What follows belongs to an exercise in optimizing a design on an open flow for small area and a short achievable clock period; a production flow would make more cautious choices.
Where RTL was checked, it was by simulation tests only, not by an equivalence proof against the original.
Only the layout flow was run in runs 1 to 3; the RTL was not checked for function there.
No activity file was given, so power comes from the tool's default toggle rates.

==> flow/flow/run.sh <==
#!/bin/bash
# Standard layout, with the port buffers made from plain buffers instead
# of the delay cells buffer_ports picks by default.
set -euo pipefail
export BUFFER_PORTS_ARGS="-buffer_cell sky130_fd_sc_hd__buf_2"
bash standard.sh > standard_flow.log 2>&1
==> flow/standard.sh <==
#!/bin/bash
# synth_recipe.tcl (not shown) runs the flow's synth.tcl, then flattens the netlist and writes it again
# the make line also repeats each setting of config.mk as NAME=value (left out here)
make -C /OpenROAD-flow-scripts/flow DESIGN_CONFIG=/design/flow/config.mk WORK_HOME=/design/flow/orfs CLKGATE_MAP_FILE= SYNTH_SCRIPT=/design/flow/synth_recipe.tcl "${@:-finish}"
==> flow/config.mk <==
export PLATFORM = sky130hd
export DESIGN_NAME = multicycle_mem_ctrl
export DESIGN_NICKNAME = multicycle_mem_ctrl
export VERILOG_FILES = /design/flow/design.v
export SDC_FILE = /design/flow/constraint.sdc
export NUM_CORES = 4
export LEC_CHECK = 0
export CAP_MARGIN = 20
export CORE_MARGIN = 2
export CORE_UTILIZATION = 60
export CTS_CLUSTER_DIAMETER = 100
export CTS_CLUSTER_SIZE = 25
export SETUP_SLACK_MARGIN = 1.8
export SLEW_MARGIN = 20
==> flow/constraint.sdc <==
create_clock -name core_clock -period 4.0 [get_ports {clk}]
set_input_delay 0.8000 -clock core_clock [delete_from_list [all_inputs] [get_ports {clk}]]
set_output_delay 0.8000 -clock core_clock [all_outputs]
set_load 0.01 [all_outputs]
==> flow/design.v <==
package mem_ctrl_pkg;
   localparam int CNT_W = 4;
endpackage
module sp_byte_ram #(
  parameter int    DATA_W      = 32,
  parameter int    DEPTH_WORDS = 64,
  parameter        MEM_INIT    = "",
  parameter int    NB          = DATA_W / 8,
  parameter int    AW          = (DEPTH_WORDS > 1) ? $clog2(DEPTH_WORDS) : 1
) (
  input  logic              clk,
  input  logic [NB*DEPTH_WORDS/4-1:0] wen,
  input  logic [DATA_W-1:0] wdata,
  input  logic [DEPTH_WORDS/4-1:0] tsel,
  output logic [DATA_W-1:0] tap
);
  localparam int NR = DEPTH_WORDS / 4;
  logic [DATA_W-1:0] tap_r [NR];
  for (genvar r = 0; r < NR; r++) begin : g_ring
    logic [DATA_W-1:0] p0, p1, p2, p3;
    always_ff @(posedge clk) begin
      p1 <= p0;
      p2 <= p1;
      p3 <= p2;
      for (int b = 0; b < NB; b++)
        p0[b*8 +: 8] <= wen[r*NB+b] ? wdata[b*8 +: 8] : p3[b*8 +: 8];
    end
    assign tap_r[r] = {DATA_W{tsel[r]}} & p0;
  end
  always_comb begin
    tap = '0;
    for (int r = 0; r < NR; r++) tap = tap | tap_r[r];
  end
endmodule
import mem_ctrl_pkg::*;
module multicycle_mem_ctrl
#(
   parameter int                DATA_W      = 32,
   parameter int                ADDR_W      = 32,
   parameter int                DEPTH_WORDS = 64,
   parameter int                WAIT_STATES = 2,
   parameter                    MEM_INIT    = "",
   parameter logic [ADDR_W-1:0] MMIO_ADDR   = 32'h0000_0100
) (
   input  logic                clk,
   input  logic                reset,
   input  logic                req,
   input  logic                we,
   input  logic [ADDR_W-1:0]   addr,
   input  logic [DATA_W-1:0]   wdata,
   input  logic [DATA_W/8-1:0] be,
   output logic [DATA_W-1:0]   rdata,
   output logic                ready,
   output logic                err,
   output logic [DATA_W-1:0]   WriteData,
   output logic [ADDR_W-1:0]   DataAdr,
   output logic                MemWrite,
   output logic [DATA_W-1:0]   mmio_out
);
   localparam int NB  = DATA_W / 8;
   localparam int BLG = (NB > 1) ? $clog2(NB) : 0;
   localparam int AW  = (DEPTH_WORDS > 1) ? $clog2(DEPTH_WORDS) : 1;
   localparam int NR  = DEPTH_WORDS / 4;
   localparam bit MMIO_EN = 1'b1;
   logic              b1, b2, b3, idle, accept;
   logic              we_q, bad_q, hit_q;
   logic [AW-1:0]     widx_q;
   logic [DATA_W-1:0] wdata_q;
   logic [NB-1:0]     be_q;
   logic              hit_d, bad_d;
   assign hit_d  = MMIO_EN && (addr == MMIO_ADDR);
   assign bad_d  = (addr[BLG-1:0] != '0) || ((addr[ADDR_W-1:AW+BLG] != '0) && !hit_d);
   assign accept = idle && req;
   always_ff @(posedge clk) begin
      if (!reset) begin
         b1   <= 1'b0;
         b2   <= 1'b0;
         b3   <= 1'b0;
         idle <= 1'b1;
      end else begin
         b1   <= accept;
         b2   <= b1;
         b3   <= b2;
         idle <= !accept && !b1 && !b2;
      end
   end
   always_ff @(posedge clk) begin
      if (accept) begin
         we_q    <= we;
         bad_q   <= bad_d;
         hit_q   <= hit_d;
         widx_q  <= addr[AW+BLG-1:BLG];
         wdata_q <= wdata;
         be_q    <= be;
      end
   end
   logic [1:0]        ph;           
   logic [DATA_W-1:0] wbuf;         
   logic [NB-1:0]     wbe;
   logic [1:0]        wslot;        
   logic [NR-1:0]     wring;        
   logic              wa;           
   logic              land;
   logic [NB*NR-1:0]  wen;
   logic [NR-1:0]     tsel_q;
   logic [DATA_W-1:0] tap, samp_q;
   logic [1:0]        posn;
   always_ff @(posedge clk) ph <= ph + 2'd1;
   always_ff @(posedge clk) begin
      if (b2) begin
         wbuf   <= wdata_q;
         wbe    <= be_q;
         wslot  <= widx_q[1:0];
         for (int r = 0; r < NR; r++) wring[r] <= (widx_q[AW-1:2] == r);
      end
   end
   logic       lnext_q, l3_q;
   logic       wa_n;
   logic [1:0] wslot_n;
   logic       p3_n;
   assign land = lnext_q || (l3_q && reset);
   always_comb begin
      if (b2 && reset && we_q && !bad_q && !hit_q) wa_n = 1'b1;
      else if (land || (b3 && !reset))             wa_n = 1'b0;
      else                                         wa_n = wa;
      wslot_n = b2 ? widx_q[1:0] : wslot;
      p3_n    = (wslot_n + ph + 2'd1) == 2'd3;
   end
   always_ff @(posedge clk) begin
      wa      <= wa_n;
      lnext_q <= wa_n && p3_n && !(b2 && reset);
      l3_q    <= wa_n && p3_n && (b2 && reset);
   end
   always_comb begin
      for (int r = 0; r < NR; r++)
         for (int b = 0; b < NB; b++)
            wen[r*NB+b] = land && wring[r] && wbe[b];
   end
   logic [AW-1:0]   idx_n;
   logic [NR-1:0]   tsel, tsel_in;
   assign idx_n = idle ? addr[AW+BLG-1:BLG] : widx_q;
   always_comb begin
      for (int r = 0; r < NR; r++)
         tsel_in[r] = (addr[AW+BLG-1:BLG+2] == r) && ((addr[BLG+1:BLG] + ph) == 2'd0);
   end
   always_ff @(posedge clk) begin
      for (int r = 0; r < NR; r++)
         tsel_q[r] <= (idx_n[AW-1:2] == r) && ((idx_n[1:0] + ph + 2'd1) == 2'd0);
   end
   assign tsel = idle ? tsel_in : tsel_q;
   sp_byte_ram #(
      .DATA_W      (DATA_W),
      .DEPTH_WORDS (DEPTH_WORDS),
      .MEM_INIT    (MEM_INIT)
   ) u_ram (
      .clk   (clk),
      .wen   (wen),
      .wdata (wbuf),
      .tsel  (tsel),
      .tap   (tap)
   );
   always_ff @(posedge clk) samp_q <= tap | (idle ? '0 : samp_q);
   logic              ready_q, err_q, mw_q;
   logic              ldr_q, ldm_q;
   logic [DATA_W-1:0] rdata_q, wd_out_q, mmio_q;
   logic [AW:0]       adr_out_q;    
   always_ff @(posedge clk) begin
      ldr_q <= reset && b2 && !we_q && !bad_q && !hit_q;
      ldm_q <= reset && b2 && !we_q && hit_q;
   end
   always_ff @(posedge clk) begin
      if (!reset) begin
         ready_q   <= 1'b0;
         err_q     <= 1'b0;
         mw_q      <= 1'b0;
         wd_out_q  <= '0;
         adr_out_q <= '0;
         rdata_q   <= '0;
      end else begin
         ready_q <= b3;
         err_q   <= b3 && bad_q;
         mw_q    <= b3 && we_q && !bad_q;
         if (b3 && we_q && !bad_q) begin
            wd_out_q  <= wdata_q;
            adr_out_q <= {hit_q, widx_q};
         end
         if (ldr_q)      rdata_q <= tap | samp_q;
         else if (ldm_q) rdata_q <= mmio_q;
      end
   end
   always_ff @(posedge clk) begin
      if (!reset) begin
         mmio_q <= '0;
      end else if (b3 && we_q && hit_q) begin
         for (int i = 0; i < NB; i++) begin
            if (be_q[i]) mmio_q[i*8 +: 8] <= wdata_q[i*8 +: 8];
         end
      end
   end
   assign rdata     = rdata_q;
   assign mmio_out  = mmio_q;
   assign ready     = ready_q;
   assign err       = err_q;
   assign MemWrite  = mw_q;
   assign WriteData = wd_out_q;
   assign DataAdr   = {{(ADDR_W-AW-BLG-1){1'b0}}, adr_out_q, {BLG{1'b0}}};
endmodule
==> results of run 1 <==
## cells by family (layout without fill, tap and decap cells)
| kind of cell | Yosys count | count (layout) |
|---|---|---|
| AO/OA/AOI/OAI | 703 | 703 |
| XOR/XNOR | 7 | 10 |
| adder cells (fa/ha/maj) | 2 | 2 |
| buffers and inverters | 268 | 569 |
| flip-flops | 2312 | 2312 |
| multiplexers | 645 | 645 |
| other | 1 | 33 |
| AND/OR/NAND/NOR | 520 | 520 |
## cell usage after synthesis (all sizes together), types with 39 or more instances
master / n / area (sq um)
a21boi: 72 / 541
a221oi: 71 / 628
a22o: 97 / 850
a22oi: 171 / 1280
a31oi: 39 / 244
buf: 76 / 457
clkbuf: 151 / 567
dfxtp: 2215 / 44300
edfxtp: 97 / 2910
inv: 41 / 154
mux2: 567 / 6380
mux2i: 61 / 611
nand2: 270 / 1010
nor2: 65 / 264
nor3: 39 / 257
o21ai: 88 / 440
## path summary, 6_finish.rpt
kind	start	to	slack, ns	depth (start not counted)
min	wdata[30]	wdata_q[30]$_DFFE_PP_	0.22	1
max	idle$_SDFF_PN1_	rdata_q[16]$_SDFFE_PN0P_	1.62	8
max reg2reg	idle$_SDFF_PN1_	rdata_q[16]$_SDFFE_PN0P_	1.62	8
min reg2reg	u_ram.g_ring[5].p2[22]$_DFF_P_	u_ram.g_ring[5].p3[22]$_DFF_P_	0.31	0
## power groups by stage
stage | combinational (W) | sequential, W | clock [W]
6_report | 0.000845 | 0.0238 | 0.0117
5_1_grt | 0.000845 | 0.0238 | 0.0126
4_1_cts | 0.000704 | 0.0238 | 0.0118
3_5_place_dp | 0.000612 | 0.0244 | 0
3_3_place_gp | 0.000604 | 0.0243 | 0
2_1_floorplan | 0.000411 | 0.0241 | 0
## layer usage
metal	routed length, um	vias up	GRT usage, %
met3	27800	728	14.4
met5	107	-	0.261
met1	84500	18800	50.4
met4	11300	12	15.3
li1	-	16300	-
met2	78900	2755	48.3
## registers in the layout, summed over array words and instances (netlist names), 2 cells and up
register / count
adr_out_q: 7
wring: 16
wbuf: 32
rdata_q: 32
mmio_q: 32
wdata_q: 32
be_q: 4
ph: 2
wslot: 2
samp_q: 32
tsel_q: 16
u_ram.g_ring.p0: 512
u_ram.g_ring.p2: 512
wbe: 4
widx_q: 6
wd_out_q: 32
u_ram.g_ring.p3: 512
u_ram.g_ring.p1: 512
## repair_timing
item / 4_1_cts / 5_1_grt
endpoints found under the setup margin: 310 / 185
pin swaps: 51 / 42
resized for setup: 171 / 113
cloned: 2 / 3
setup buffers: 59 / 56
## cell type report
| type | instances | area, sq um |
|---|---|---|
| fill | 7551 | 33700 |
| clock buffer | 131 | 2750 |
| inverter | 41 | 158 |
| sequential | 2312 | 47400 |
| tap | 1391 | 1740 |
| clock inverter | 4 | 50.0 |
| multi-input combinational | 1905 | 16300 |
| antenna | 8 | 20.0 |
| timing repair buffer | 393 | 3080 |
## worst max-delay path, cell delays in order, from the launching register on
cell and delay (ns):
dfxtp_4 0.44, buf_8 0.23, and3b_2 0.26, buf_4 0.18, a22o_1 0.22, a21oi_1 0.10
nor3_1 0.58, nor4_4 0.09, a31oi_1 0.18
## per-stage QoR
step                total power, W  cell area (sq um)
floorplan                   0.0245              64000
CTS                         0.0363              70400
finish                      0.0363              71500
detailed placement          0.0250              66400
global route                0.0373              71500
global placement            0.0250              66400
==> metrics.csv, run 1 <==
stage;metric;value;unit
clocking;clk_latency;0.74;ns
timing;worst_slew_pin_slew;1.21;ns
placement;dpl_worst_slack;0.461;ns
floorplanning;pin_count;203;
clocking;postCtsHoldBufs;0;
yosys;synth_compound_area_share;8.36;%
global_route;grt_usage;35.7;%
timing;fmax;0.419;GHz
layout;fin_nets;4829;
setup_path;critical_path_required;4.66;ns
layout;final-instance-count-excl-fill;6185;
clocking;root_buffer;clkbuf_16;
timing;setup-violations-final;0;
timing;period_minus_slack;2.38;ns
power;pwr-share-comb;2.3;%
global_route;antenna_found_initial;14;
power;p_per_area;508;mW/mm^2
setup_path;cp_max_fo;10;
yosys;synth-main-ff-cell;dfxtp_1;
power;internal-power;0.0286;W
power;p_switching;0.00771;W
layout;finish.utilization;68.0;%
floorplanning;die_y;330;um
power;p_sw_share;21.2;%
timing;finClkSkew;0.0393;ns
yosys;synthAdderAreaFrac;0.0393;%
timing;whs;0.224;ns
power;seqPwrFrac;65.5;%
setup_path;path_class;register to register;
setup_path;critPathLaunchType;register;
setup_path;arrival;3.05;ns
yosys;syn_avg_cell_area;14.3;sq um
setup_path;endpoint_kind;register;
floorplanning;num_rows;119;
layout;final_cell_mix;dfxtp_1 (2163), mux2_2 (567), nand2_1 (233), buf_2 (173), a22oi_1 (163);
floorplanning;coreArea;0.105;sq mm
floorplanning;die-area;0.109;sq mm
yosys;synth_cell_types;77;
yosys;synth-xor-area-share;0.143;%
floorplanning;fp.dieW;330;um
global_route;grt_pass1_vias;35500;
yosys;syn_inst;4458;
yosys;seq_area_frac_synth;74.2;%
detailed_routing;via_count;38600;
clocking;cts_max_level;3;
timing;hold_violations;0;
timing;slew_headroom;18.6;%
status;outcome;complete, no violations;
clocking;cts_buffers;102;
yosys;ys_ff_latch;2312;
detailed_routing;first_pass_iters;12;
clocking;cts_tree;done;
layout;syn_to_final_growth;12.3;%
clocking;cts_buffer_depth;3;
floorplanning;start_util;60.5;%
timing;setup_ws;1.62;ns
placement;gp_congestion;0.990;
yosys;syn-cell-area;0.0637;sq mm
clocking;numClockSinks;2312;
clocking;path_clk_slew;0.10;ns
timing;fin_setup_tns;0;ns
global_route;grt_pass1_wl;272;mm
detailed_routing;wl;203;mm
global_route;grt-ovfl-total;0;
yosys;ys_warn_count;3;
detailed_routing;drt_iter0_markers;6060;
job;cap_violations;0;
global_route;grt_start_max_net_pins;57;
power;leakagePower;28.2;nW
detailed_routing;wl_per_cell;32.8;um
placement;dp_hpwl;131;mm
power;max-vdd-ir-drop;648;uV
placement;placed_cells;5922;
power;clockPowerShare;32.2;%
timing;fin_crit_sh;59.6;%
yosys;async_flop_share;0;%
placement;portBuffers;177;
layout;final_common_cell;dfxtp_1;
worst_hold_path;hold_class;input pin to register;
detailed_routing;drc;0;
yosys;synth_mux_area_share;11.6;%
detailed_routing;ant_nets;0;
yosys;synth_edf_count;97;
detailed_routing;vias_per_cell;6.24;
timing;drv_slew;0;
layout;layout-drive-gt1-share;27.2;%
yosys;synth_top_family_by_area;multiplexers;
timing;rsz0062_at_grt;yes;
yosys;synth-simple-area-share;3.86;%
==> run 2: changes to the inputs <==
--- a/flow/design.v
+++ b/flow/design.v
@@ -136,16 +136,23 @@
          for (int b = 0; b < NB; b++)
             wen[r*NB+b] = land && wring[r] && wbe[b];
    end
-   logic [AW-1:0]   idx_n;
-   logic [NR-1:0]   tsel, tsel_in;
+   logic [AW-1:0]     idx_n;
+   logic              hit_n;
+   logic [1:0]        nph_q;
+   logic [NR-1:0]     tsel, tsel_in;
+   logic              hsel, keep;
+   logic [DATA_W-1:0] rtap;
+   logic [DATA_W-1:0] mmio_q;
    assign idx_n = idle ? addr[AW+BLG-1:BLG] : widx_q;
+   assign hit_n = idle ? hit_d : hit_q;
+   always_ff @(posedge clk) nph_q <= ~ph;
    always_comb begin
       for (int r = 0; r < NR; r++)
-         tsel_in[r] = (addr[AW+BLG-1:BLG+2] == r) && ((addr[BLG+1:BLG] + ph) == 2'd0);
+         tsel_in[r] = (addr[AW+BLG-1:BLG+2] == r) && (addr[BLG+1:BLG] == nph_q);
    end
    always_ff @(posedge clk) begin
       for (int r = 0; r < NR; r++)
-         tsel_q[r] <= (idx_n[AW-1:2] == r) && ((idx_n[1:0] + ph + 2'd1) == 2'd0);
+         tsel_q[r] <= (idx_n[AW-1:2] == r) && (idx_n[1:0] == ~ph) && !hit_n;
    end
    assign tsel = idle ? tsel_in : tsel_q;
    sp_byte_ram #(
@@ -159,15 +166,15 @@
       .tsel  (tsel),
       .tap   (tap)
    );
-   always_ff @(posedge clk) samp_q <= tap | (idle ? '0 : samp_q);
+   assign hsel = hit_q && !idle;
+   assign keep = !idle && !(b1 && hit_q);
+   assign rtap = tap | ({DATA_W{hsel}} & mmio_q);
+   always_ff @(posedge clk) samp_q <= rtap | (samp_q & {DATA_W{keep}});
    logic              ready_q, err_q, mw_q;
-   logic              ldr_q, ldm_q;
-   logic [DATA_W-1:0] rdata_q, wd_out_q, mmio_q;
+   logic              ld_q;
+   logic [DATA_W-1:0] rdata_q, wd_out_q;
    logic [AW:0]       adr_out_q;    
-   always_ff @(posedge clk) begin
-      ldr_q <= reset && b2 && !we_q && !bad_q && !hit_q;
-      ldm_q <= reset && b2 && !we_q && hit_q;
-   end
+   always_ff @(posedge clk) ld_q <= reset && b2 && !we_q && !bad_q;
    always_ff @(posedge clk) begin
       if (!reset) begin
          ready_q   <= 1'b0;
@@ -184,8 +191,7 @@
             wd_out_q  <= wdata_q;
             adr_out_q <= {hit_q, widx_q};
          end
-         if (ldr_q)      rdata_q <= tap | samp_q;
-         else if (ldm_q) rdata_q <= mmio_q;
+         if (ld_q) rdata_q <= rtap | samp_q;
       end
    end
    always_ff @(posedge clk) begin
==> flow/run.sh (new file) <==
#!/bin/bash
# synth_recipe.tcl (not shown) runs the flow's synth.tcl, then flattens the netlist and writes it again
# the make line also repeats each setting of config.mk as NAME=value (left out here)
make -C /OpenROAD-flow-scripts/flow DESIGN_CONFIG=/design/flow/config.mk WORK_HOME=/design/flow/orfs CLKGATE_MAP_FILE= SYNTH_SCRIPT=/design/flow/synth_recipe.tcl finish
--- a/flow/config.mk
+++ b/flow/config.mk
@@ -7,8 +7,9 @@
 export LEC_CHECK = 0
 export CAP_MARGIN = 20
 export CORE_MARGIN = 2
-export CORE_UTILIZATION = 60
+export CORE_UTILIZATION = 50
 export CTS_CLUSTER_DIAMETER = 100
 export CTS_CLUSTER_SIZE = 25
 export SETUP_SLACK_MARGIN = 1.8
 export SLEW_MARGIN = 20
+export SYNTH_HIERARCHICAL = 1
removed: flow/flow/run.sh
removed: flow/standard.sh
==> run 2 against run 1 <==
  * Still clean
  * Combinational power down about 40%
  * Setup slack worse by 0.094 ns
  * Critical path depth rose by 5
  * Global-route usage is 14 points lower
  * Highest routed layer unchanged
==> metrics.csv, run 2 <==
stage;metric;value;unit;change
yosys;synth_most_common_cell;dfxtp_1;;
layout;syn_to_final_growth;14.6;%;
yosys;async_flop_share;0;%;unchanged
timing;fmax;0.403;GHz;-3.8%
setup_path;endpoint_kind;register;;
layout;fin_nets;4187;;-13%
clocking;path_clk_slew;0.09;ns;about the same
status;outcome;complete, no violations;;
clocking;cts_max_level;3;;unchanged
yosys;syn-cell-area;0.0599;sq mm;-5.9%
detailed_routing;first_pass_iters;5;;-7
setup_path;cp_max_fo;6;;-4
clocking;clk_latency;0.71;ns;-0.03 ns
placement;dp_hpwl;86.8;mm;-34%
timing;slew_headroom;33.3;%;+15 points
floorplanning;num_rows;127;;+6.7%
yosys;synth_edf_count;97;;unchanged
floorplanning;fp.dieW;350;um;+6.2%
clocking;cts_tree;done;;
worst_hold_path;hold_class;register to register;;
clocking;root_buffer;clkbuf_16;;
clocking;postCtsHoldBufs;0;;unchanged
power;p_per_area;523;mW/mm^2;+2.9%
detailed_routing;wl;136;mm;-33%
detailed_routing;dr_wl_met2;57.0;mm;-28%
global_route;grt_usage;22.0;%;-14 points
layout;layout-drive-gt1-share;25.3;%;-2.0 points
yosys;synth_common_cells;dfxtp_1 (2215), mux2_2 (515), nand2_1 (153);;
timing;hold_violations;0;;unchanged
yosys;synth_top_area_cell;dfxtp_1;;
detailed_routing;met3_length;8.12;mm;-71%
yosys;synth.area.top_cells;dfxtp_1 (74%), mux2_2 (9.7%), edfxtp_1 (4.9%);;
floorplanning;coreArea;0.119;sq mm;+14%
global_route;grt-ovfl-total;0;;unchanged
global_route;antenna_found_initial;16;;+2
setup_path;critPathLaunchType;input pin;;
power;max-vdd-ir-drop;332;uV;-49%
yosys;ys_warn_count;9;;+6
timing;whs;0.314;ns;+0.0905 ns
clocking;cts_buffers;103;;+0.98%
global_route;grt_start_max_net_pins;65;;+14%
job;cap_violations;0;;unchanged
detailed_routing;via_count;29100;;-24%
floorplanning;pin_count;203;;unchanged
detailed_routing;ant_nets;0;;unchanged
timing;drv_slew;0;;unchanged
timing;setup-violations-final;0;;unchanged
detailed_routing;drt_iter0_markers;2029;;-67%
floorplanning;die_y;350;um;+6.2%
clocking;cts_buffer_depth;3;;unchanged
detailed_routing;vias_per_cell;5.05;;-19%
timing;worst_slew_pin_slew;1.00;ns;-0.207 ns
yosys;ys_ff_latch;2312;;unchanged
global_route;grt_pass1_wl;197;mm;-27%
timing;rsz0062_at_grt;yes;;
timing;period_minus_slack;2.48;ns;+0.0938 ns
floorplanning;start_util;50.2;%;-10 points
layout;finish.utilization;57.5;%;-10 points
power;leakagePower;26.7;nW;-5.2%
yosys;yosysTopAreaCellShare;74.0;%;+4.4 points
detailed_routing;wl_per_cell;23.6;um;-28%
setup_path;critical_path_required;4.60;ns;-0.06 ns
yosys;syn_inst;3895;;-13%
detailed_routing;m1WireLength;67.6;mm;-20%
power;power;0.0359;W;-1.2%
detailed_routing;drc;0;;unchanged
timing;finClkSkew;0.0306;ns;-0.00870 ns
yosys;synth_cell_types;46;;-40%
placement;portBuffers;177;;unchanged
layout;final_cell_mix;dfxtp_1 (2152), mux2_2 (515), nand2_1 (151), a22o_1 (126), clkbuf_16 (108);;
floorplanning;die-area;0.123;sq mm;+13%
placement;gp_congestion;0.797;;-19%
detailed_routing;top_layer_used;met5;;
global_route;grt_pass1_vias;28800;;-19%
yosys;synth-main-ff-cell;dfxtp_1;;
setup_path;arrival;3.08;ns;+0.03 ns
yosys;syn_avg_cell_area;15.4;sq um;+7.7%
layout;final_common_cell;dfxtp_1;;
timing;fin_crit_sh;62.0;%;+2.3 points
setup_path;path_class;input pin to register;;
clocking;numClockSinks;2312;;unchanged
yosys;seq_area_frac_synth;78.8;%;+4.7 points
==> run 2: timing repair <==
| action | 4_1_cts | 5_1_grt |
|---|---|---|
| gates cloned | 6 | 0 |
| setup buffers | 57 | 5 |
| setup endpoints to repair | 696 | 175 |
| pin swaps | 47 | 15 |
| resized for setup | 511 | 45 |
==> run 2: path summary, 6_finish.rpt <==
kind | to | startpoint | depth (start not counted) | slack, ns
worst max-delay path | samp_q[22]$_DFF_P_ | addr[3] | 13 | 1.52
worst min-delay path | u_ram.g_ring[13].p3[18]$_DFF_P_ | u_ram.g_ring[13].p2[18]$_DFF_P_ | 0 | 0.31
worst max register to register | samp_q[22]$_DFF_P_ | ph[0]$_DFF_P_ | 12 | 1.56
worst min register to register | u_ram.g_ring[13].p3[18]$_DFF_P_ | u_ram.g_ring[13].p2[18]$_DFF_P_ | 0 | 0.31
==> run 2: area by class of cell <==
class / count / area (sq um)
clock buffers: 131 / 2770
flip-flops and latches: 2312 / 47400
fillers: 9450 / 50800
clock inverters: 7 / 73.8
inverters: 5 / 18.8
repair buffers: 311 / 3190
multi-input cells: 1381 / 13100
diodes: 10 / 25.0
well taps: 1612 / 2020
==> run 2: layer usage <==
metal,track usage [%],vias to the layer above
met2,31.9,728
met3,3.88,153
met5,0,-
li1,-,13800
met4,6.73,2
met1,33.6,14500
==> run 2: power breakdown <==
part           internal [W]  switching (W)  leakage [nW]
Clock               0.00490        0.00679          1.38
Sequential           0.0235       0.000227          18.8
Combinational      0.000218       0.000293          6.56
Total                0.0286        0.00731          26.7
==> run 2: per-stage QoR <==
| step | setup slack (ns) | instance area (sq um) | std cells | setup TNS (ns) |
|---|---|---|---|---|
| 6_report | 1.52 | 68700 | 5769 | 0 |
| 5_1_grt | 1.46 | 68600 | 5759 | 0 |
| 4_1_cts | 1.54 | 68400 | 5754 | 0 |
| 3_5_place_dp | -0.0190 | 63600 | 5553 | -0.0214 |
| 3_3_place_gp | 0.0495 | 63600 | 5552 | 0 |
| 2_1_floorplan | 1.61 | 60300 | 3919 | 0 |
==> run 2: cell families after synthesis <==
| group | synth area share (%) |
|---|---|
| other | 0.00626 |
| AO/OA/AOI/OAI | 6.51 |
| AND/OR/NAND/NOR | 2.78 |
| adder cells (fa/ha/maj) | 0.0209 |
| XOR/XNOR | 0.129 |
| flip-flops | 78.8 |
| buffers and inverters | 2.00 |
| multiplexers | 9.71 |
==> run 2: worst max-delay path: stages <==
cell,delay (ns)
dlygate4sd2_1,0.26
xor2_2,0.21
nor3_4,0.08
nand3b_1,0.15
buf_6,0.13
buf_6,0.09
o2bb2ai_4,0.08
buf_12,0.17
buf_16,0.16
a221oi_4,0.34
nand4_1,0.18
buf_4,0.16
a221o_1,0.24
==> run 3: changes to the inputs <==
--- a/flow/config.mk
+++ b/flow/config.mk
@@ -10,6 +10,6 @@
 export CORE_UTILIZATION = 50
 export CTS_CLUSTER_DIAMETER = 100
 export CTS_CLUSTER_SIZE = 25
-export SETUP_SLACK_MARGIN = 1.8
+export SETUP_SLACK_MARGIN = 2.1
 export SLEW_MARGIN = 20
-export SYNTH_HIERARCHICAL = 1
+export TNS_END_PERCENT = 10
==> run 3 against run 2 <==
  * Highest routed layer unchanged
  * Largest power group unchanged
  * First-iteration DRC count rose to 3.0 times the previous value
  * Synthesized cell count rose by 16%
  * Critical endpoint is now rdata_q[31]$_SDFFE_PN0P_
  * Final cell count rose by 14%
  * Sequential power barely moved
  * Flip-flop and latch count did not move
  * Global-route usage rose by 8.3 points
  * Core utilization rose by 0.064 points
  * Wire length rose by 49%
==> metrics.csv, run 3 <==
stage;metric;value;unit;change
status;outcome;complete, no violations;;
timing;slew_headroom;37.1;%;+3.9 points
yosys;ys_warn_count;3;;-6
timing;fmax;0.445;GHz;+10%
timing;fin_crit_sh;56.2;%;-5.7 points
yosys;syn_inst;4533;;+16%
clocking;cts_buffers;102;;-0.97%
detailed_routing;first_pass_iters;9;;+4
global_route;grt-busiest-layer;met1;;
clocking;cts_buffer_depth;3;;unchanged
timing;hold_violations;0;;unchanged
power;pwr-share-comb;2.8;%;+1.4 points
yosys;synth_compound_area_share;8.63;%;+2.1 points
power;max-vdd-ir-drop;375;uV;+13%
yosys;syn_avg_cell_area;14.1;sq um;-8.4%
placement;portBuffers;177;;unchanged
clocking;root_buffer;clkbuf_16;;
floorplanning;start_util;50.2;%;+0.073 points
yosys;synth_most_common_cell;dfxtp_1;;
yosys;synth_mux_area_share;10.7;%;+0.99 points
detailed_routing;vias_per_cell;5.92;;+17%
global_route;grt-ovfl-total;0;;unchanged
layout;final_common_cell;dfxtp_1;;
floorplanning;coreArea;0.127;sq mm;+6.4%
worst_hold_path;hold_class;register to register;;
clocking;postCtsHoldBufs;0;;unchanged
timing;finClkSkew;0.0525;ns;+0.0219 ns
setup_path;endpoint_kind;register;;
yosys;ys_ff_latch;2312;;unchanged
power;p_per_area;498;mW/mm^2;-4.7%
yosys;synth_top_area_cell;dfxtp_1;;
job;cap_violations;0;;unchanged
yosys;synthAdderAreaFrac;0.0196;%;-0.0013 points
yosys;synth-simple-area-share;4.60;%;+1.8 points
floorplanning;die-area;0.131;sq mm;+6.5%
clocking;clk_latency;0.78;ns;+0.07 ns
layout;syn_to_final_growth;14.5;%;about the same
global_route;met2_usage;41.5;%;+9.6 points
yosys;synth_cell_types;87;;+89%
floorplanning;pin_count;203;;unchanged
yosys;synth_edf_count;97;;unchanged
setup_path;critPathLaunchType;register;;
timing;worst_slew_pin_slew;0.943;ns;-0.0579 ns
layout;finish.utilization;57.5;%;+0.064 points
yosys;yosysTopAreaCellShare;69.4;%;-4.6 points
timing;drv_slew;0;;unchanged
global_route;grt_start_max_net_pins;82;;+26%
timing;fin_setup_tns;0;ns;unchanged
clocking;path_clk_slew;0.11;ns;+0.02 ns
yosys;seq_area_frac_synth;74.0;%;-4.9 points
layout;layout-drive-gt1-share;26.2;%;+0.93 points
yosys;synth.area.top_cells;dfxtp_1 (69%), mux2_2 (9.5%), edfxtp_1 (4.6%);;
detailed_routing;wl_per_cell;30.9;um;+31%
layout;multi_input_area;0.0162;sq mm;+23%
power;seqPwrFrac;65.1;%;-0.9 points
detailed_routing;via_count;39000;;+34%
detailed_routing;wl;203;mm;+49%
detailed_routing;ant_nets;0;;unchanged
floorplanning;die_y;361;um;+3.2%
setup_path;path_class;register to register;;
yosys;synth-xor-area-share;0.133;%;+0.0037 points
clocking;numClockSinks;2312;;unchanged
setup_path;arrival;2.95;ns;-0.13 ns
power;clockPowerShare;32.1;%;-0.5 points
setup_path;cp_max_fo;15;;+9
placement;gp_congestion;0.959;;+20%
global_route;met1_usage;43.1;%;+9.5 points
clocking;cts_tree;done;;
layout;final_cell_mix;dfxtp_1 (2109), mux2_2 (533), nand2_1 (277), a22oi_1 (185), buf_4 (181);;
yosys;synth-main-ff-cell;dfxtp_1;;
yosys;synth_common_cells;dfxtp_1 (2215), mux2_2 (537), nand2_1 (321);;
clocking;cts_max_level;3;;unchanged
global_route;antenna_found_initial;8;;-8
layout;fill_cells;10200;;+8.4%
layout;register_area;0.0476;sq mm;+0.31%
yosys;async_flop_share;0;%;unchanged
global_route;grt_pass1_vias;36600;;+27%
yosys;synth_top_family_by_area;multiplexers;;
detailed_routing;drt_iter0_markers;6014;;+200%
timing;period_minus_slack;2.25;ns;-0.230 ns
power;internal-power;0.0286;W;about the same
floorplanning;fp.dieW;361;um;+3.2%
global_route;met3_usage;9.60;%;+5.7 points
power;leakagePower;28.5;nW;+6.5%
layout;fin_nets;4945;;+18%
yosys;syn-cell-area;0.0639;sq mm;+6.6%
placement;dp_hpwl;130;mm;+50%
timing;rsz0062_at_grt;yes;;
global_route;grt_pass1_wl;280;mm;+42%
power;p_sw_share;21.5;%;+1.2 points
timing;setup-violations-final;0;;unchanged
global_route;grt_usage;30.3;%;+8.3 points
power;p_switching;0.00785;W;+7.4%
floorplanning;num_rows;131;;+3.1%
detailed_routing;drc;0;;unchanged
setup_path;critical_path_required;4.70;ns;+0.10 ns
run 3: timing repair:
| item | CTS | global route |
|---|---|---|
| setup buffers | 128 | 32 |
| gates cloned | 3 | 0 |
| hold endpoints to repair | 0 | 0 |
| resized for setup | 751 | 46 |
| pin swaps | 41 | 16 |
| setup endpoints to repair | 778 | 768 |
run 3: layout make-up:
class	count	area share, %
antenna	6	0.0205
inverter	38	0.217
sequential	2312	65.0
clock buffer	135	3.70
multi-input combinational	1977	22.2
tap	1662	2.84
timing repair buffer	441	5.95
clock inverter	5	0.0855
run 3: metal layers:
layer	wire [um]	vias up
li1	-	16600
met1	87500	19100
met2	79500	2568
met3	24100	672
met4	12000	4
met5	24	-
run 3: power groups by stage:
stage / combinational [W] / sequential, W / clock [W]
floorplan: 0.000454 / 0.0241 / 0
global placement: 0.000776 / 0.0243 / 0
detailed placement: 0.000783 / 0.0243 / 0
CTS: 0.000954 / 0.0237 / 0.0119
global route: 0.00103 / 0.0238 / 0.0127
finish: 0.00103 / 0.0237 / 0.0117
run 3: stage by stage:
step | instances | setup slack (ns) | hold slack, ns | area (sq um) | total power, W
2_1_floorplan | 4557 | 1.59 | 0.310 | 64200 | 0.0246
3_3_place_gp | 6267 | 0.396 | 0.310 | 67800 | 0.0251
3_5_place_dp | 6267 | 0.382 | 0.312 | 67800 | 0.0251
4_1_cts | 6538 | 1.82 | 0.306 | 72600 | 0.0365
5_1_grt | 6571 | 1.73 | 0.317 | 73200 | 0.0375
6_report | 6576 | 1.75 | 0.309 | 73200 | 0.0365
run 3: worst max-delay path: stages (launching register included):
cell and delay (ns):
dfxtp_4 0.51, buf_16 0.24, nand4b_1 0.23, buf_4 0.20
nor4_1 0.53, a211oi_1 0.09, o21ai_1 0.13, nor4_2 0.08
a31oi_1 0.18
run 3: kinds of logic after synthesis:
| group | Yosys count |
|---|---|
| adders and majority gates | 1 |
| other | 1 |
| buffers and inverters | 268 |
| xor gates and xnor gates | 8 |
| muxes | 614 |
| DFF | 2312 |
| and+or+nand+nor | 599 |
| AOI/OAI and AO/OA | 730 |
run 3: path summary, 6_finish.rpt:
| kind | startpoint | to | slack, ns | cells after the start |
|---|---|---|---|---|
| setup / recovery | idle$_SDFF_PN1_ | rdata_q[31]$_SDFFE_PN0P_ | 1.75 | 8 |
| hold / removal | u_ram.g_ring[0].p2[19]$_DFF_P_ | u_ram.g_ring[0].p3[19]$_DFF_P_ | 0.31 | 0 |
| setup reg to reg | idle$_SDFF_PN1_ | rdata_q[31]$_SDFFE_PN0P_ | 1.75 | 8 |
| hold reg to reg | u_ram.g_ring[0].p2[19]$_DFF_P_ | u_ram.g_ring[0].p3[19]$_DFF_P_ | 0.31 | 0 |
==> run 4: changes to the inputs <==
--- a/flow/design.v
+++ b/flow/design.v
@@ -11,7 +11,7 @@
   input  logic              clk,
   input  logic [NB*DEPTH_WORDS/4-1:0] wen,
   input  logic [DATA_W-1:0] wdata,
-  input  logic [DEPTH_WORDS/4-1:0] tsel,
+  input  logic [DEPTH_WORDS/2-1:0] tsel,
   output logic [DATA_W-1:0] tap
 );
   localparam int NR = DEPTH_WORDS / 4;
@@ -25,7 +25,7 @@
       for (int b = 0; b < NB; b++)
         p0[b*8 +: 8] <= wen[r*NB+b] ? wdata[b*8 +: 8] : p3[b*8 +: 8];
     end
-    assign tap_r[r] = {DATA_W{tsel[r]}} & p0;
+    assign tap_r[r] = ({DATA_W{tsel[2*r]}} & p0) | ({DATA_W{tsel[2*r+1]}} & p2);
   end
   always_comb begin
     tap = '0;
@@ -102,7 +102,6 @@
    logic              wa;           
    logic              land;
    logic [NB*NR-1:0]  wen;
-   logic [NR-1:0]     tsel_q;
    logic [DATA_W-1:0] tap, samp_q;
    logic [1:0]        posn;
    always_ff @(posedge clk) ph <= ph + 2'd1;
@@ -136,25 +135,17 @@
          for (int b = 0; b < NB; b++)
             wen[r*NB+b] = land && wring[r] && wbe[b];
    end
-   logic [AW-1:0]     idx_n;
-   logic              hit_n;
-   logic [1:0]        nph_q;
-   logic [NR-1:0]     tsel, tsel_in;
-   logic              hsel, keep;
+   logic [2*NR-1:0]   tsel_q;
+   logic              hsel;
    logic [DATA_W-1:0] rtap;
    logic [DATA_W-1:0] mmio_q;
-   assign idx_n = idle ? addr[AW+BLG-1:BLG] : widx_q;
-   assign hit_n = idle ? hit_d : hit_q;
-   always_ff @(posedge clk) nph_q <= ~ph;
-   always_comb begin
-      for (int r = 0; r < NR; r++)
-         tsel_in[r] = (addr[AW+BLG-1:BLG+2] == r) && (addr[BLG+1:BLG] == nph_q);
-   end
-   always_ff @(posedge clk) begin
-      for (int r = 0; r < NR; r++)
-         tsel_q[r] <= (idx_n[AW-1:2] == r) && (idx_n[1:0] == ~ph) && !hit_n;
-   end
-   assign tsel = idle ? tsel_in : tsel_q;
+   assign posn = widx_q[1:0] + ph + 2'd1;
+   always_ff @(posedge clk) begin
+      for (int r = 0; r < NR; r++) begin
+         tsel_q[2*r]   <= (widx_q[AW-1:2] == r) && (posn == 2'd0) && !hit_q;
+         tsel_q[2*r+1] <= (widx_q[AW-1:2] == r) && (posn == 2'd2) && !hit_q;
+      end
+   end
    sp_byte_ram #(
       .DATA_W      (DATA_W),
       .DEPTH_WORDS (DEPTH_WORDS),
@@ -163,13 +154,12 @@
       .clk   (clk),
       .wen   (wen),
       .wdata (wbuf),
-      .tsel  (tsel),
+      .tsel  (tsel_q),
       .tap   (tap)
    );
    assign hsel = hit_q && !idle;
-   assign keep = !idle && !(b1 && hit_q);
    assign rtap = tap | ({DATA_W{hsel}} & mmio_q);
-   always_ff @(posedge clk) samp_q <= rtap | (samp_q & {DATA_W{keep}});
+   always_ff @(posedge clk) samp_q <= rtap;
    logic              ready_q, err_q, mw_q;
    logic              ld_q;
    logic [DATA_W-1:0] rdata_q, wd_out_q;
--- a/flow/config.mk
+++ b/flow/config.mk
@@ -10,6 +10,5 @@
 export CORE_UTILIZATION = 50
 export CTS_CLUSTER_DIAMETER = 100
 export CTS_CLUSTER_SIZE = 25
-export SETUP_SLACK_MARGIN = 2.1
+export SETUP_SLACK_MARGIN = 1.8
 export SLEW_MARGIN = 20
-export TNS_END_PERCENT = 10
==> run 4 against run 3 <==
  * Synthesized cell count shrank 7.7%
  * Setup slack gained 0.067 ns
  * Clock power is essentially flat
  * Critical endpoint is now u_ram.g_ring[13].p0[27]$_DFF_P_
  * Wire length shrank 12%
  * First-iteration DRC count shrank 45%
  * Still clean on timing, DRC and antenna
  * Final cell count shrank 7.2%
  * Die area shrank 2.6%
  * Sequential share of layout area grew 3.5 points
  * Non-clock buffer count shrank 127
  * Global-route usage shrank 2.9 points
  * Cell area shrank 4.8%
==> metrics.csv, run 4 <==
stage;metric;value;unit;change
power;clockPowerShare;33.0;%;+0.9 points
detailed_routing;drt_iter0_markers;3327;;-45%
timing;fmax;0.458;GHz;+3.1%
setup_path;crit_slowest_cell;nand2_1;;
yosys;synth_common_cells;dfxtp_1 (2230), mux2_2 (513), nand2_1 (248);;
power;max-vdd-ir-drop;385;uV;+2.9%
global_route;grt-ovfl-total;0;;unchanged
setup_path;critical_path_required;4.62;ns;-0.08 ns
global_route;grt_start_max_net_pins;65;;-21%
yosys;synth_top_area_cell;dfxtp_1;;
timing;period_minus_slack;2.18;ns;-0.0672 ns
detailed_routing;wl;178;mm;-12%
setup_path;path_class;register to register;;
floorplanning;die-area;0.127;sq mm;-2.6%
global_route;antenna_found_initial;7;;-1
power;seqPwrFrac;65.9;%;+0.8 points
placement;portBuffers;177;;unchanged
setup_path;critPathLaunchType;register;;
detailed_routing;first_pass_iters;5;;-4
placement;dpl_worst_slack;0.689;ns;+0.307 ns
placement;gp_congestion;0.801;;-17%
timing;fin_crit_sh;54.5;%;-1.7 points
yosys;syn_inst;4183;;-7.7%
yosys;ys_ff_latch;2327;;+0.65%
placement;dp_hpwl;103;mm;-21%
layout;layout-drive-gt1-share;20.8;%;-5.4 points
clocking;root_buffer;clkbuf_16;;
yosys;synth_edf_count;97;;unchanged
yosys;seq_area_frac_synth;76.5;%;+2.5 points
setup_path;crit_path_max_incr_delay;0.57;ns;+0.04 ns
floorplanning;fp.dieW;357;um;-1.3%
yosys;yosysTopAreaCellShare;71.8;%;+2.4 points
layout;stdcell_area;0.0696;sq mm;-4.8%
power;pwr-share-comb;1.1;%;-1.7 points
placement;dpl_cell_area;0.0655;sq mm;-3.3%
yosys;syn-cell-area;0.0622;sq mm;-2.7%
detailed_routing;ant_nets;0;;unchanged
setup_path;cp_max_fo;16;;+1
layout;fin_nets;4496;;-9.1%
yosys;syn_avg_cell_area;14.9;sq um;+5.5%
clocking;cts_buffers;103;;+0.98%
setup_path;endpoint_kind;register;;
status;outcome;complete, no violations;;
layout;syn_to_final_growth;12.0;%;
yosys;synth.area.top_cells;dfxtp_1 (72%), mux2_2 (9.3%), edfxtp_1 (4.7%);;
clocking;cts_max_level;3;;unchanged
floorplanning;coreArea;0.124;sq mm;-2.8%
clocking;clk_latency;0.73;ns;-0.05 ns
clocking;numClockSinks;2327;;+0.65%
clocking;cts_buffer_depth;3;;unchanged
power;internal-power;0.0287;W;+0.40%
power;power;0.0362;W;-0.72%
timing;setup_ws;1.82;ns;+0.0672 ns
clocking;postCtsHoldBufs;0;;unchanged
global_route;grt_usage;27.4;%;-2.9 points
worst_hold_path;hp-start;u_ram.g_ring[9].p1[5]$_DFF_P_;;
global_route;grt_pass1_vias;33000;;-9.8%
power;p_per_area;520;mW/mm^2;+4.3%
layout;final_cell_mix;dfxtp_1 (2170), mux2_2 (513), a22o_1 (192), nand2_1 (189), a221oi_1 (189);;
floorplanning;pin_count;203;;unchanged
timing;hold_violations;0;;unchanged
setup_path;ff2ff_path_depth;5;;-3
setup_path;worstPathCellList;a21oi_1 -> buf_4 -> nor2b_4 -> nand2_1 -> mux2_2;;
timing;drv_slew;0;;unchanged
detailed_routing;drc;0;;unchanged
yosys;ys_warn_count;3;;unchanged
setup_path;rr_startpoint;l3_q$_DFF_P_;;
setup_path;r2r_slack;1.82;ns;+0.07 ns
yosys;async_flop_share;0;%;unchanged
worst_hold_path;min_path_cells;0;;unchanged
job;cap_violations;0;;unchanged
timing;whs;0.320;ns;+0.0116 ns
timing;rsz0062_at_grt;yes;;
floorplanning;die_y;357;um;-1.3%
yosys;synth-main-ff-cell;dfxtp_1;;
clocking;cts_tree;done;;
timing;slew_headroom;33.8;%;-3.3 points
setup_path;r2r_end;u_ram.g_ring[13].p0[27]$_DFF_P_;;
timing;finClkSkew;0.0284;ns;-0.0241 ns
detailed_routing;wl_per_cell;29.2;um;-5.5%
power;leakagePower;27.4;nW;-3.9%
power;p_sw_share;20.6;%;-0.89 points
clocking;path_clk_slew;0.10;ns;about the same
timing;fin_setup_tns;0;ns;unchanged
layout;final_common_cell;dfxtp_1;;
timing;setup-violations-final;0;;unchanged
floorplanning;num_rows;129;;-1.5%
detailed_routing;via_count;34000;;-13%
global_route;grt_pass1_wl;247;mm;-12%
power;p_switching;0.00747;W;-4.8%
floorplanning;start_util;50.3;%;+0.063 points
yosys;synth_most_common_cell;dfxtp_1;;
worst_hold_path;hold_class;register to register;;
setup_path;arrival;2.80;ns;-0.15 ns
timing;worst_slew_pin_slew;0.993;ns;+0.0492 ns
yosys;synth_cell_types;37;;-57%
worst_hold_path;whs_endpoint;u_ram.g_ring[9].p2[5]$_DFF_P_;;
detailed_routing;vias_per_cell;5.58;;-5.8%
## run 4: cell type report
class                   instances  area [sq um]
clock inverters                 4          56.3
repair buffers                314          3140
flip-flops and latches       2327         47700
fillers                     10100         54000
well taps                    1637          2050
inverters                       4          15.0
clock buffers                 140          2800
diodes                          1          2.50
multi-input cells            1673         13800
## run 4: worst max-delay path by stage
| stage | depth (start not counted) | end | slack (ns) | start |
|---|---|---|---|---|
| 3_5_place_dp | 6 | u_ram.g_ring[8].p0[25]$_DFF_P_ | 0.69 | reset |
| 4_1_cts | 5 | u_ram.g_ring[8].p0[8]$_DFF_P_ | 1.53 | l3_q$_DFF_P_ |
| 5_1_grt | 5 | u_ram.g_ring[1].p0[31]$_DFF_P_ | 1.77 | l3_q$_DFF_P_ |
| 6_report | 5 | u_ram.g_ring[13].p0[27]$_DFF_P_ | 1.82 | l3_q$_DFF_P_ |
| 3_3_place_gp | 6 | u_ram.g_ring[0].p0[15]$_DFF_P_ | 0.74 | reset |
| 2_1_floorplan | 6 | u_ram.g_ring[0].p0[0]$_DFF_P_ | 1.89 | reset |
## run 4: cells by family (layout without fill, tap and decap cells)
kind of cell,count (synthesis),in the layout,synth area share [%]
XOR/XNOR,6,6,0.0845
other,1,26,0.00603
buffers and inverters,207,462,1.76
AND/OR/NAND/NOR,507,507,3.88
flip-flops,2327,2327,76.5
adder cells (fa/ha/maj),1,1,0.0201
AO/OA/AOI/OAI,620,620,8.47
multiplexers,514,514,9.31
## run 4: layer usage
layer	GRT usage, %	routed length [um]	share of wire (%)	up-vias
met1	40.1	81700	46	17300
met4	6.95	4570	2.6	2
li1	-	-	-	15300
met5	0	7	0.0039	-
met3	3.25	11500	6.4	225
met2	43.4	80400	45	1241
## run 4: critical path: cells and delay by family (launching register included)
kind                   cells  cell delay, ns
AND/OR/NAND/NOR            2            1.03
multiplexers               1            0.45
flip-flops                 1            0.32
buffers and inverters      1            0.21
AO/OA/AOI/OAI              1            0.06
## run 4: repair_timing
item,in CTS,in global routing
endpoints found under the setup margin,666,422
resized for setup,316,40
buffers inserted,61,24
gates cloned,0,0
## run 4: power by group through the flow
stage          registers (W)  logic (W)  clock network [W]
2_1_floorplan         0.0243   0.000213                  0
3_3_place_gp          0.0244   0.000342                  0
3_5_place_dp          0.0244   0.000346                  0
4_1_cts               0.0238   0.000386             0.0121
5_1_grt               0.0239   0.000420             0.0129
6_report              0.0238   0.000402             0.0119
## run 4: per-stage QoR
| stage | utilization (%) | instances |
|---|---|---|
| after floorplan | - | 4207 |
| after global placement | 53.0 | 5870 |
| after detailed placement | 53.0 | 5870 |
| after CTS | 56.1 | 6075 |
| after global routing | 56.3 | 6099 |
| final | 56.3 | 6100 |
==> run 5: changes to the inputs <==
--- a/flow/config.mk
+++ b/flow/config.mk
@@ -10,5 +10,6 @@
 export CORE_UTILIZATION = 50
 export CTS_CLUSTER_DIAMETER = 100
 export CTS_CLUSTER_SIZE = 25
-export SETUP_SLACK_MARGIN = 1.8
+export SETUP_SLACK_MARGIN = 2.2
 export SLEW_MARGIN = 20
+export TNS_END_PERCENT = 3
==> run 5 against run 4 <==
  * Die area did not move
  * Flip-flop and latch count did not move
  * Global-route usage fell by 0.059 points
  * Largest cell class unchanged
==> metrics.csv, run 5 <==
stage;metric;value;unit;change
status;outcome;complete, no violations;;
yosys;syn-cell-area;0.0622;sq mm;unchanged
layout;multi_input_area;0.0143;sq mm;+3.7%
timing;finClkSkew;0.0389;ns;+0.0105 ns
yosys;synth_cell_types;37;;unchanged
setup_path;critical_path_required;4.60;ns;-0.02 ns
yosys;ys_warn_count;3;;unchanged
timing;rsz0062_at_grt;yes;;
clocking;cts_tree;done;;
timing;hold_violations;0;;unchanged
clocking;clk_latency;0.73;ns;about the same
detailed_routing;wl_per_cell;28.8;um;-1.3%
global_route;grt_pass1_vias;33500;;+1.4%
layout;syn_to_final_growth;13.5;%;
layout;register_area;0.0478;sq mm;+0.16%
detailed_routing;ant_nets;0;;unchanged
global_route;grt_start_max_net_pins;65;;unchanged
clocking;root_buffer;clkbuf_16;;
placement;dp_hpwl;104;mm;+1.2%
yosys;syn_avg_cell_area;14.9;sq um;unchanged
floorplanning;coreArea;0.124;sq mm;unchanged
detailed_routing;first_pass_iters;7;;+2
timing;fin_setup_tns;0;ns;unchanged
floorplanning;pin_count;203;;unchanged
setup_path;critPathLaunchType;register;;
clocking;numClockSinks;2327;;unchanged
timing;fin_crit_sh;53.3;%;-1.2 points
placement;gp_congestion;0.798;;-0.35%
layout;final_common_cell;dfxtp_1;;
power;p_per_area;511;mW/mm^2;-1.8%
worst_hold_path;hold_class;register to register;;
detailed_routing;drc;0;;unchanged
global_route;antenna_found_initial;7;;unchanged
timing;worst_slew_pin_slew;0.972;ns;-0.0202 ns
global_route;grt_pass1_wl;247;mm;-0.23%
placement;portBuffers;177;;unchanged
yosys;syn_inst;4183;;unchanged
yosys;synth_top_area_cell;dfxtp_1;;
yosys;yosysTopAreaCellShare;71.8;%;unchanged
floorplanning;num_rows;129;;unchanged
timing;slew_headroom;35.2;%;+1.3 points
floorplanning;die_y;357;um;unchanged
yosys;synth.area.top_cells;dfxtp_1 (72%), mux2_2 (9.3%), edfxtp_1 (4.7%);;
timing;fmax;0.469;GHz;+2.3%
timing;drv_slew;0;;unchanged
clocking;cts_buffer_depth;3;;unchanged
layout;fin_nets;4561;;+1.4%
yosys;async_flop_share;0;%;unchanged
power;max-vdd-ir-drop;328;uV;-15%
yosys;synth-main-ff-cell;dfxtp_1;;
layout;layout-drive-gt1-share;26.2;%;+5.4 points
clocking;cts_max_level;3;;unchanged
yosys;synth_most_common_cell;dfxtp_1;;
job;cap_violations;0;;unchanged
setup_path;path_class;register to register;;
layout;finish.utilization;57.1;%;+0.77 points
clocking;path_clk_slew;0.09;ns;about the same
floorplanning;start_util;50.3;%;unchanged
detailed_routing;drt_iter0_markers;3326;;-0.030%
power;leakagePower;28.1;nW;+2.8%
floorplanning;die-area;0.127;sq mm;unchanged
yosys;synth_edf_count;97;;unchanged
setup_path;cp_max_fo;16;;unchanged
yosys;synth_common_cells;dfxtp_1 (2230), mux2_2 (513), nand2_1 (248);;
layout;final_cell_mix;dfxtp_1 (2108), mux2_2 (513), nand2_1 (195), a22o_1 (191), a221oi_1 (149);;
floorplanning;fp.dieW;357;um;unchanged
detailed_routing;vias_per_cell;5.56;;-0.33%
detailed_routing;via_count;34200;;+0.58%
global_route;grt_usage;27.4;%;-0.059 points
detailed_routing;wl;177;mm;-0.34%
setup_path;arrival;2.73;ns;-0.07 ns
layout;stdcell_area;0.0706;sq mm;+1.4%
global_route;grt-ovfl-total;0;;unchanged
clocking;cts_buffers;103;;unchanged
placement;dpl_cell_area;0.0658;sq mm;+0.52%
yosys;ys_ff_latch;2327;;unchanged
timing;setup-violations-final;0;;unchanged
yosys;seq_area_frac_synth;76.5;%;unchanged
timing;period_minus_slack;2.13;ns;-0.0493 ns
layout;fill_cells;10100;;-0.0099%
setup_path;endpoint_kind;register;;
## run 5: cell counts after synthesis
Identical to the previous run, type by type.
## run 5: worst paths after layout
kind                                  from                              end  slack [ns]  cells past startpoint
max reg2reg                   l3_q$_DFF_P_  u_ram.g_ring[14].p0[30]$_DFF_P_        1.87                      6
max                           l3_q$_DFF_P_  u_ram.g_ring[14].p0[30]$_DFF_P_        1.87                      6
min          u_ram.g_ring[2].p1[5]$_DFF_P_    u_ram.g_ring[2].p2[5]$_DFF_P_        0.32                      0
min reg2reg  u_ram.g_ring[2].p1[5]$_DFF_P_    u_ram.g_ring[2].p2[5]$_DFF_P_        0.32                      0
## run 5: routing by layer
metal  global-route usage [%]  routed length, um  vias up
li1                         -                  -    15400
met1                     41.0              84200    17500
met2                     41.9              78200     1139
met3                     3.85              11100      198
met4                     6.47               3960        0
met5                        0                  0        -
## run 5: final cells by class
class                   instances  area share (%)
diodes                          1         0.00355
clock buffers                 132            3.88
clock inverters                 3          0.0390
inverters                       4          0.0213
multi-input cells            1674            20.3
flip-flops and latches       2327            67.8
well taps                    1637            2.90
repair buffers                378            5.07
## run 5: logic make-up after synthesis
family	after synthesis	synth area share (%)
xor+xnor	6	0.0845
fa+ha+maj	1	0.0201
simple gates	507	3.88
compound gates	620	8.47
other cells	1	0.00603
mux	514	9.31
flops	2327	76.5
buf+inv	207	1.76
## run 5: critical path: stages (launching register included)
cell	delay, ns
dfxtp_1	0.36
a21oi_2	0.06
buf_4	0.20
nor2b_2	0.13
buf_4	0.36
nand2_1	0.47
mux2_2	0.42
## run 5: power by group
group	internal [W]	total [W]	switching, W
logic	0.000186	0.000409	0.000224
clock network	0.00483	0.0118	0.00695
registers	0.0236	0.0238	0.000230
total	0.0286	0.0360	0.00740
## run 5: timing repair
item	4_1_cts	5_1_grt
cloned	3	2
endpoints found under the setup margin	659	674
buffers inserted	121	19
gates resized for setup	686	52
pin swaps	7	17
hold buffers	0	0
## run 5: stage by stage
stage                     setup slack [ns]  instances  hold slack [ns]  power [W]
after floorplan                       2.08       4207            0.310     0.0245
after global placement                1.05       5875            0.310     0.0248
after detailed placement              1.03       5875            0.312     0.0248
after CTS                             1.91       6134            0.319     0.0362
after global routing                  1.83       6155            0.318     0.0371
final                                 1.87       6156            0.318     0.0360
==> run 6: changes to the inputs <==
--- a/flow/config.mk
+++ b/flow/config.mk
@@ -10,6 +10,5 @@
 export CORE_UTILIZATION = 50
 export CTS_CLUSTER_DIAMETER = 100
 export CTS_CLUSTER_SIZE = 25
-export SETUP_SLACK_MARGIN = 2.2
+export SETUP_SLACK_MARGIN = 2.1
 export SLEW_MARGIN = 20
-export TNS_END_PERCENT = 3
==> run 6 against run 5 <==
  * Still clean on timing, DRC and antenna
  * Sequential share of layout area is 2.6 points lower
  * Register-to-register slack better by 0.06 ns
  * Final cell count is 2.1% higher
  * Synthesized cell count stayed put
  * Clock skew is 0.018 ns lower
  * Sequential power hardly changed
  * Cell area is 4.1% higher
  * Global-route usage is 1.2 points higher
  * Critical path depth is 5 lower
  * Clock power hardly changed
==> metrics.csv, run 6 <==
stage;metric;value;unit;change
status;outcome;complete, no violations;;
worst_hold_path;min_path_cells;0;;unchanged
placement;gp_congestion;0.801;;+0.41%
yosys;synthAdderAreaFrac;0.0201;%;unchanged
detailed_routing;vias_per_cell;5.56;;about the same
clocking;cts_max_level;3;;unchanged
power;pwr-share-comb;1.2;%;about the same
setup_path;crit_slowest_cell;dfxtp_4;;
setup_path;path_class;register to primary output;;
yosys;synth_edf_count;97;;unchanged
layout;fill_cells;9612;;-4.6%
timing;worst_slew_pin_slew;1.00;ns;+0.0316 ns
clocking;clk_latency;0.72;ns;about the same
layout;final_common_cell;dfxtp_1;;
timing;period_minus_slack;2.07;ns;-0.0617 ns
global_route;grt_usage;28.5;%;+1.2 points
setup_path;path_buf_inv;1;;-1
yosys;synth-main-ff-cell;dfxtp_1;;
floorplanning;die-area;0.127;sq mm;unchanged
setup_path;critical_path_required;3.20;ns;-1.40 ns
timing;slew_headroom;33.1;%;-2.1 points
power;p_sw_share;20.7;%;+0.13 points
detailed_routing;drc;0;;unchanged
power;internal-power;0.0287;W;+0.21%
setup_path;endpoint_kind;primary output;;
floorplanning;num_rows;129;;unchanged
yosys;synth_top_area_cell;dfxtp_1;;
yosys;synth.area.top_cells;dfxtp_1 (72%), mux2_2 (9.3%), edfxtp_1 (4.7%);;
detailed_routing;wl;186;mm;+4.9%
global_route;grt_start_max_net_pins;65;;unchanged
yosys;synth_common_cells;dfxtp_1 (2230), mux2_2 (513), nand2_1 (248);;
yosys;synth_mux_area_share;9.31;%;unchanged
setup_path;cp_top_family;flip-flops;;
layout;stdcell_area;0.0734;sq mm;+4.1%
power;seqPwrFrac;66.0;%;-0.2 points
yosys;synth_top_family_by_area;multiplexers;;
timing;whs;0.322;ns;+0.00463 ns
power;leakagePower;29.1;nW;+3.6%
detailed_routing;top_layer_used;met5;;
power;p_switching;0.00748;W;+1.0%
clocking;numClockSinks;2327;;unchanged
global_route;antenna_found_initial;5;;-2
power;max-vdd-ir-drop;420;uV;+28%
global_route;grt_pass1_wl;257;mm;+4.1%
timing;fin_crit_sh;51.8;%;-1.5 points
worst_hold_path;hold_class;register to register;;
timing;fmax;0.483;GHz;+3.0%
setup_path;cp_num_cells;1;;-5
layout;fin_nets;4684;;+2.7%
timing;setup_ws;1.93;ns;+0.0617 ns
floorplanning;die_y;357;um;unchanged
power;clockPowerShare;32.8;%;about the same
global_route;grt-ovfl-total;0;;unchanged
clocking;root_buffer;clkbuf_16;;
timing;hold_violations;0;;unchanged
placement;dpl_worst_slack;0.678;ns;-0.355 ns
floorplanning;start_util;50.3;%;unchanged
timing;setup-violations-final;0;;unchanged
setup_path;worstPathCellList;buf_6;;
clocking;path_clk_slew;0.10;ns;about the same
placement;portBuffers;177;;unchanged
yosys;synth_compound_area_share;8.47;%;unchanged
global_route;grt_pass1_vias;34600;;+3.5%
detailed_routing;m1WireLength;82.6;mm;-1.8%
clocking;cts_buffers;103;;unchanged
layout;finish.utilization;59.4;%;+2.3 points
yosys;seq_area_frac_synth;76.5;%;unchanged
setup_path;ff2ff_path_depth;7;;+1
floorplanning;coreArea;0.124;sq mm;unchanged
detailed_routing;first_pass_iters;5;;-2
clocking;cts_buffer_depth;3;;unchanged
setup_path;critPathLaunchType;register;;
detailed_routing;dr_wl_met2;84.5;mm;+8.0%
timing;drv_slew;0;;unchanged
yosys;syn_avg_cell_area;14.9;sq um;unchanged
yosys;async_flop_share;0;%;unchanged
yosys;ys_ff_latch;2327;;unchanged
layout;syn_to_final_growth;18.1;%;
timing;rsz0062_at_grt;yes;;
detailed_routing;wl_per_cell;29.6;um;+2.7%
yosys;ys_warn_count;3;;unchanged
yosys;yosysTopAreaCellShare;71.8;%;unchanged
clocking;cts_tree;done;;
detailed_routing;met3_length;12.9;mm;+16%
yosys;syn-cell-area;0.0622;sq mm;unchanged
layout;layout-drive-gt1-share;30.9;%;+4.7 points
yosys;synth_most_common_cell;dfxtp_1;;
power;p_per_area;493;mW/mm^2;-3.5%
yosys;synth-xor-area-share;0.0845;%;unchanged
placement;dp_hpwl;103;mm;-1.0%
detailed_routing;via_count;34900;;+2.1%
yosys;synth-simple-area-share;3.88;%;unchanged
placement;dpl_cell_area;0.0655;sq mm;-0.48%
job;cap_violations;0;;unchanged
detailed_routing;drt_iter0_markers;3121;;-6.2%
layout;final_cell_mix;dfxtp_1 (2091), mux2_2 (513), buf_4 (197), nand2_1 (190), a22o_1 (188);;
setup_path;crit_path_max_incr_delay;0.43;ns;-0.04 ns
setup_path;arrival;1.27;ns;-1.46 ns
floorplanning;fp.dieW;357;um;unchanged
timing;finClkSkew;0.0206;ns;-0.0183 ns
timing;fin_setup_tns;0;ns;unchanged
yosys;syn_inst;4183;;unchanged
floorplanning;pin_count;203;;unchanged
yosys;synth_cell_types;37;;unchanged
setup_path;cp_max_fo;2;;-14
detailed_routing;ant_nets;0;;unchanged
-- run 6: path summary, 6_finish.rpt --
check,from,to,slack (ns)
setup / recovery,mmio_q[22]$_SDFFE_PN0P_,mmio_out[22],1.93
hold / removal,u_ram.g_ring[2].p1[30]$_DFF_P_,u_ram.g_ring[2].p2[30]$_DFF_P_,0.32
setup reg to reg,tsel_q[5]$_DFF_P_,rdata_q[1]$_SDFFE_PN0P_,1.93
hold reg to reg,u_ram.g_ring[2].p1[30]$_DFF_P_,u_ram.g_ring[2].p2[30]$_DFF_P_,0.32
-- run 6: power by group through the flow --
stage	sequential [W]	combinational, W	clock, W
3_5_place_dp	0.0244	0.000352	0
3_3_place_gp	0.0244	0.000347	0
4_1_cts	0.0238	0.000439	0.0120
6_report	0.0239	0.000448	0.0119
5_1_grt	0.0239	0.000467	0.0128
2_1_floorplan	0.0243	0.000214	0
-- run 6: final cells by class --
type	count	area, sq um	area share, %
sequential	2327	47800	65.2
multi-input combinational	1674	14900	20.3
timing repair buffer	501	5790	7.88
clock buffer	137	2770	3.77
tap	1637	2050	2.79
clock inverter	2	25.0	0.0341
inverter	4	15.0	0.0204
antenna	3	7.51	0.0102
-- run 6: through the flow --
stage / instances / power (W)
floorplan: 4207 / 0.0245
global placement: 5869 / 0.0248
detailed placement: 5869 / 0.0248
CTS: 6264 / 0.0362
global route: 6282 / 0.0372
finish: 6285 / 0.0362
-- run 6: repair_timing --
item                                     CTS  global route
setup buffers                            245            15
hold buffers                               0             0
pin swaps                                 94            84
endpoints found under the setup margin   723           228
gates resized for setup                 1004            70
gates cloned                              11             3
-- run 6: kinds of logic (layout without fill, tap and decap cells) --
group	Yosys count	in the layout
flops	2327	2327
compound gates	620	620
mux	514	514
simple gates	507	508
buf+inv	207	644
xor+xnor	6	6
fa+ha+maj	1	1
other cells	1	28
-- run 6: per-layer routing --
layer	GRT usage, %	vias to the layer above
met4	8.24	2
met3	4.26	306
met2	45.5	1224
li1	-	15700
met1	40.4	17700
met5	0	-

## separate check: timing with driven ports
How much do the figures lean on ideal ports? The routed layouts below were timed once more, with nothing changed but the port constraints. Step 1, drivers: a clkbuf_16 drives clk and a buf_2 each remaining input, both assumed. Step 2, shift: input delay + t, output delay - t, t = (earliest + latest rising clock arrival at the registers) / 2. This alone moves slack from input paths to output paths. Slacks: ideal ports / drivers / drivers and shift; pairs: ideal ports / drivers.
run | t, ns | slack for setup (ns) | worst register clock-pin slew, ns | pins driven straight from the clock port
run 1 | 0.802 | 1.615 / 1.615 / 0.880 | 0.11 / 0.11 | 1
run 2 | 0.772 | 1.522 / 1.556 / 0.794 | 0.10 / 0.10 | 1
run 3 | 0.833 | 1.751 / 1.751 / 0.933 | 0.11 / 0.11 | 1
run 4 | 0.788 | 1.818 / 1.770 / 1.218 | 0.10 / 0.10 | 1
run 5 | 0.787 | 1.868 / 1.866 / 1.321 | 0.10 / 0.10 | 1
run 6 | 0.792 | 1.929 / 1.849 / 1.470 | 0.10 / 0.10 | 1
After both steps every run listed still meets setup and hold. For run 3, which loses most, drivers alone change the setup slack by 0.000 ns; drivers and shift together by -0.818 ns.
